Context: an optimization exercise on an open-source flow, tuned for small area, a short achievable clock period and few clock cycles per item. The choices shown serve that exercise and are no tape-out recipe.
Where RTL was checked, it was by simulation tests only, not by an equivalence proof against the original.
No activity file was given, so power comes from the tool's default toggle rates.

== north ==
## rx_flow_top
module rx_flow_top (
     input  logic                       clk
    ,input  logic                       rst_n
    ,input  logic                       hdr_val
    ,input  logic   [183:0]             hdr
    ,output logic                       hdr_rdy
    ,output logic                       tx_req_val
    ,output logic   [163:0]             tx_req
    ,input  logic                       tx_rdy
    ,output logic                       new_flow_val
    ,output logic   [98:0]              new_flow
    ,output logic                       drop_val
);
    localparam int NF = rx_pkg::FLOW_CNT;
    rx_pkg::rx_hdr_t        h;
    assign h = hdr;
    logic   [95:0]          t_in;
    logic   [31:0]          seq;
    logic                   syn;
    assign t_in = h.tuple;
    assign seq  = h.seq_num;
    assign syn  = h.flags[rx_pkg::TCP_FLAG_SYN];
    logic   [NF-1:0]        valid;
    logic   [95:0]          tup  [0:NF-1];
    logic   [31:0]          exps [0:NF-1];
    logic   [NF-1:0]        free_oh;         
    logic   [NF-1:0]        match;
    logic   [NF-1:0]        seq_eq;
    logic                   hit;
    logic                   full;
    logic   [2:0]           hit_id;
    logic   [2:0]           free_id;
    always_comb begin
        for (int i = 0; i < NF; i++) begin
            free_oh[i] = !valid[i] && (i == 0 || valid[(i == 0) ? 0 : i-1]);
            match[i]   = valid[i] && (tup[i] == t_in);
            seq_eq[i]  = (exps[i] == seq);
        end
    end
    assign hit  = |match;
    assign full = valid[NF-1];
    always_comb begin
        hit_id  = '0;
  ...
For scale: about 3,800 cells after synthesis, roughly 1,100 flip-flops, about 0.053 sq mm of cells after synthesis.
==> module rx_flow_top, before the edit <==
module rx_flow_top (
     input  logic                       clk
    ,input  logic                       rst_n
    ,input  logic                       hdr_val
    ,input  logic   [183:0]             hdr
    ,output logic                       hdr_rdy
    ,output logic                       tx_req_val
    ,output logic   [163:0]             tx_req
    ,input  logic                       tx_rdy
    ,output logic                       new_flow_val
    ,output logic   [98:0]              new_flow
    ,output logic                       drop_val
);
    localparam int NF = rx_pkg::FLOW_CNT;
    rx_pkg::rx_hdr_t        h;
    assign h = hdr;
    logic   [95:0]          t_in;
    logic   [31:0]          seq;
    logic                   syn;
    assign t_in = h.tuple;
    assign seq  = h.seq_num;
    assign syn  = h.flags[rx_pkg::TCP_FLAG_SYN];
    logic   [NF-1:0]        valid;
    logic   [95:0]          tup  [0:NF-1];
    logic   [31:0]          exps [0:NF-1];
    logic   [NF-1:0]        free_oh;         
    logic   [NF-1:0]        match;
    logic   [NF-1:0]        seq_eq;
    logic                   hit;
    logic                   full;
    logic   [2:0]           hit_id;
    logic   [2:0]           free_id;
    always_comb begin
        for (int i = 0; i < NF; i++) begin
            free_oh[i] = !valid[i] && (i == 0 || valid[(i == 0) ? 0 : i-1]);
            match[i]   = valid[i] && (tup[i] == t_in);
            seq_eq[i]  = (exps[i] == seq);
        end
    end
    assign hit  = |match;
    assign full = valid[NF-1];
    always_comb begin
        hit_id  = '0;
        free_id = '0;
        for (int i = 0; i < NF; i++) begin
            if (match[i])   hit_id  = hit_id  | 3'(i);
            if (free_oh[i]) free_id = free_id | 3'(i);
        end
    end
    logic                   out_free;
    logic                   accept;
    logic                   is_new;
    logic                   is_est;
    assign out_free = !tx_req_val || tx_rdy;
    assign hdr_rdy  = out_free;
    assign accept   = hdr_val && out_free;
    assign is_new   = syn && !hit && !full;
    assign is_est   = !syn && hit;
    logic   [31:0]          wdata;
    assign wdata = syn ? seq + 32'd1 : seq + 32'(h.payload_len);
    always_ff @(posedge clk) begin
        for (int i = 0; i < NF; i++) begin
            if (free_oh[i]) tup[i] <= t_in;
            if ((free_oh[i] && syn) || (accept && !syn && match[i] && seq_eq[i]))
                exps[i] <= wdata;
        end
    end
    always_ff @(posedge clk) begin
        if (!rst_n)                 valid <= '0;
        else if (accept && is_new)  valid <= valid | free_oh;
    end
    logic                   kind_q;
    logic   [2:0]           id_q;
    logic   [NF-1:0]        id_oh_q;         
    logic   [95:0]          t_q;
    always_ff @(posedge clk) begin
        if (!rst_n) begin
            tx_req_val   <= 1'b0;
            new_flow_val <= 1'b0;
            drop_val     <= 1'b0;
        end else begin
            tx_req_val   <= accept ? (is_new || is_est) : (tx_req_val && !tx_rdy);
            new_flow_val <= accept && is_new;
            drop_val     <= accept && !is_new && !is_est;
        end
    end
    always_ff @(posedge clk) begin
        if (out_free) begin
            kind_q <= !syn;
            id_q   <= syn ? free_id : hit_id;
            id_oh_q <= syn ? free_oh : match;
            t_q    <= t_in;
        end
    end
    rx_pkg::tx_req_t        tx_s;
    assign tx_s.kind           = rx_pkg::tx_kind_e'(kind_q);
    assign tx_s.flowid         = id_q;
    assign tx_s.tuple.src_ip   = t_q[63:32];
    assign tx_s.tuple.dst_ip   = t_q[95:64];
    assign tx_s.tuple.src_port = t_q[15:0];
    assign tx_s.tuple.dst_port = t_q[31:16];
    assign tx_s.seq_num        = rx_pkg::SERVER_ISN | 32'(kind_q);
    always_comb begin
        tx_s.ack_num = '0;
        for (int i = 0; i < NF; i++)
            tx_s.ack_num = tx_s.ack_num | (exps[i] & {32{id_oh_q[i]}});
    end
    assign tx_req   = tx_s;
    assign new_flow = {id_q, t_q};
endmodule
Settings: LEC_CHECK=0, CAP_MARGIN=20, CORE_MARGIN=2, CORE_UTILIZATION=40, PLACE_DENSITY=0.6, SETUP_SLACK_MARGIN=4.5, SLEW_MARGIN=20; clock period 8.0 ns.
run.sh (not shown) runs the stock make flow with config.mk's settings and CLKGATE_MAP_FILE= SYNTH_SCRIPT=/design/flow/synth_recipe.tcl, a recipe that flattens the netlist after the stock synthesis.
north was carried through to the last stage, and its layout satisfied the timing, DRC and antenna checks.
For south, these inputs were changed with respect to north:
--- a/flow/design.v
+++ b/flow/design.v
@@ -50,18 +50,32 @@
     ,output logic                       new_flow_val
     ,output logic   [98:0]              new_flow
     ,output logic                       drop_val
 );
     localparam int NF = rx_pkg::FLOW_CNT;
-    rx_pkg::rx_hdr_t        h;
-    assign h = hdr;
+    localparam int HW = 96 + 32 + 16 + 1;
+    rx_pkg::rx_hdr_t        h_in;
+    logic   [HW-1:0]        hin;
+    assign h_in = hdr;
+    assign hin  = {h_in.tuple, h_in.seq_num, h_in.payload_len, h_in.flags[rx_pkg::TCP_FLAG_SYN]};
+    logic   [HW-1:0]        q;
+    logic                   q_v;
+    logic                   out_free;        
+    assign out_free = !tx_req_val || tx_rdy;
+    assign hdr_rdy  = !q_v || out_free;
+    always_ff @(posedge clk) begin
+        if (!rst_n)        q_v <= 1'b0;
+        else if (hdr_rdy)  q_v <= hdr_val;
+    end
+    always_ff @(posedge clk) begin
+        if (hdr_rdy) q <= hin;
+    end
     logic   [95:0]          t_in;
     logic   [31:0]          seq;
+    logic   [15:0]          len;
     logic                   syn;
-    assign t_in = h.tuple;
-    assign seq  = h.seq_num;
-    assign syn  = h.flags[rx_pkg::TCP_FLAG_SYN];
+    assign {t_in, seq, len, syn} = q;
     logic   [NF-1:0]        valid;
     logic   [95:0]          tup  [0:NF-1];
     logic   [31:0]          exps [0:NF-1];
     logic   [NF-1:0]        free_oh;         
     logic   [NF-1:0]        match;
@@ -85,36 +99,49 @@
         for (int i = 0; i < NF; i++) begin
             if (match[i])   hit_id  = hit_id  | 3'(i);
             if (free_oh[i]) free_id = free_id | 3'(i);
         end
     end
-    logic                   out_free;
     logic                   accept;
     logic                   is_new;
     logic                   is_est;
-    assign out_free = !tx_req_val || tx_rdy;
-    assign hdr_rdy  = out_free;
-    assign accept   = hdr_val && out_free;
+    assign accept   = q_v && out_free;
     assign is_new   = syn && !hit && !full;
     assign is_est   = !syn && hit;
+    logic   [31:0]          seq_inc;
+    logic   [31:0]          seq_len;
     logic   [31:0]          wdata;
-    assign wdata = syn ? seq + 32'd1 : seq + 32'(h.payload_len);
+    logic   [31:0]          exp_hit;
+    logic                   eq_hit;
+    logic   [31:0]          ack;
+    assign seq_inc = seq + 32'd1;
+    assign seq_len = seq + 32'(len);
+    assign wdata   = syn ? seq_inc : seq_len;
+    always_comb begin
+        exp_hit = '0;
+        eq_hit  = 1'b0;
+        for (int i = 0; i < NF; i++) begin
+            exp_hit = exp_hit | (exps[i] & {32{match[i]}});
+            eq_hit  = eq_hit  | (seq_eq[i] & match[i]);
+        end
+    end
+    assign ack = syn ? seq_inc : (eq_hit ? seq_len : exp_hit);
     always_ff @(posedge clk) begin
         for (int i = 0; i < NF; i++) begin
             if (free_oh[i]) tup[i] <= t_in;
-            if ((free_oh[i] && syn) || (accept && !syn && match[i] && seq_eq[i]))
+            if ((free_oh[i] && syn) || (q_v && !syn && match[i] && seq_eq[i]))
                 exps[i] <= wdata;
         end
     end
     always_ff @(posedge clk) begin
         if (!rst_n)                 valid <= '0;
         else if (accept && is_new)  valid <= valid | free_oh;
     end
     logic                   kind_q;
     logic   [2:0]           id_q;
-    logic   [NF-1:0]        id_oh_q;         
     logic   [95:0]          t_q;
+    logic   [31:0]          ack_q;
     always_ff @(posedge clk) begin
         if (!rst_n) begin
             tx_req_val   <= 1'b0;
             new_flow_val <= 1'b0;
             drop_val     <= 1'b0;
@@ -126,25 +153,21 @@
     end
     always_ff @(posedge clk) begin
         if (out_free) begin
             kind_q <= !syn;
             id_q   <= syn ? free_id : hit_id;
-            id_oh_q <= syn ? free_oh : match;
             t_q    <= t_in;
+            ack_q  <= ack;
         end
     end
     rx_pkg::tx_req_t        tx_s;
     assign tx_s.kind           = rx_pkg::tx_kind_e'(kind_q);
     assign tx_s.flowid         = id_q;
     assign tx_s.tuple.src_ip   = t_q[63:32];
     assign tx_s.tuple.dst_ip   = t_q[95:64];
     assign tx_s.tuple.src_port = t_q[15:0];
     assign tx_s.tuple.dst_port = t_q[31:16];
     assign tx_s.seq_num        = rx_pkg::SERVER_ISN | 32'(kind_q);
-    always_comb begin
-        tx_s.ack_num = '0;
-        for (int i = 0; i < NF; i++)
-            tx_s.ack_num = tx_s.ack_num | (exps[i] & {32{id_oh_q[i]}});
-    end
+    assign tx_s.ack_num        = ack_q;
     assign tx_req   = tx_s;
     assign new_flow = {id_q, t_q};
 endmodule
==> comparison <==
- All of north and south finish clean.
- The sequential cell area in the final layout number comes out lower for north vs south.
- Of north and south, south shows the higher cell count, with north below it.
- Between north and south, the minimum setup slack in the final design is lower for north.
- Changes observed in south relative to north: synthesized area has increased, relative contribution of the clock network to total power picked up an extra 0.7 points, final weighted congestion in routability-driven placement rose about 2.8%, non-clock buffer count has decreased, sequential cell count increased by about 15% relative to the old numbers.
Testbench counts of south, summed over its fixed seeds: cycles 12,864, headers 12,800.
Only the layout flow was run in north; the RTL was not checked for function there.

re-timing with driven ports:
In the flow no input, the clock included, has a driving cell. The finished layouts below were timed again as built, in two steps. Step 1: set_driving_cell puts a clkbuf_16 on clk and a buf_2 on each other input, an assumption about the parent block. Step 2 moves the port delays by t, midway between the first and last clock arrival at a register: inputs arrive t later, outputs are due t later. That takes back most of the time a late clock gives input paths. Three values: ideal, step 1, step 2; two values: the first two.
| run | t, ns | slack for setup (ns) | worst setup path at the end |
|---|---|---|---|
| north | 0.833 | 4.076 / 4.031 / 3.217 | input to register |
| south | 0.867 | 4.295 / 4.274 / 4.120 | input to register |
After both steps every run listed still meets setup and hold. The setup slack of north, which loses most, moves by -0.045 ns with the drivers and by -0.859 ns with both steps.
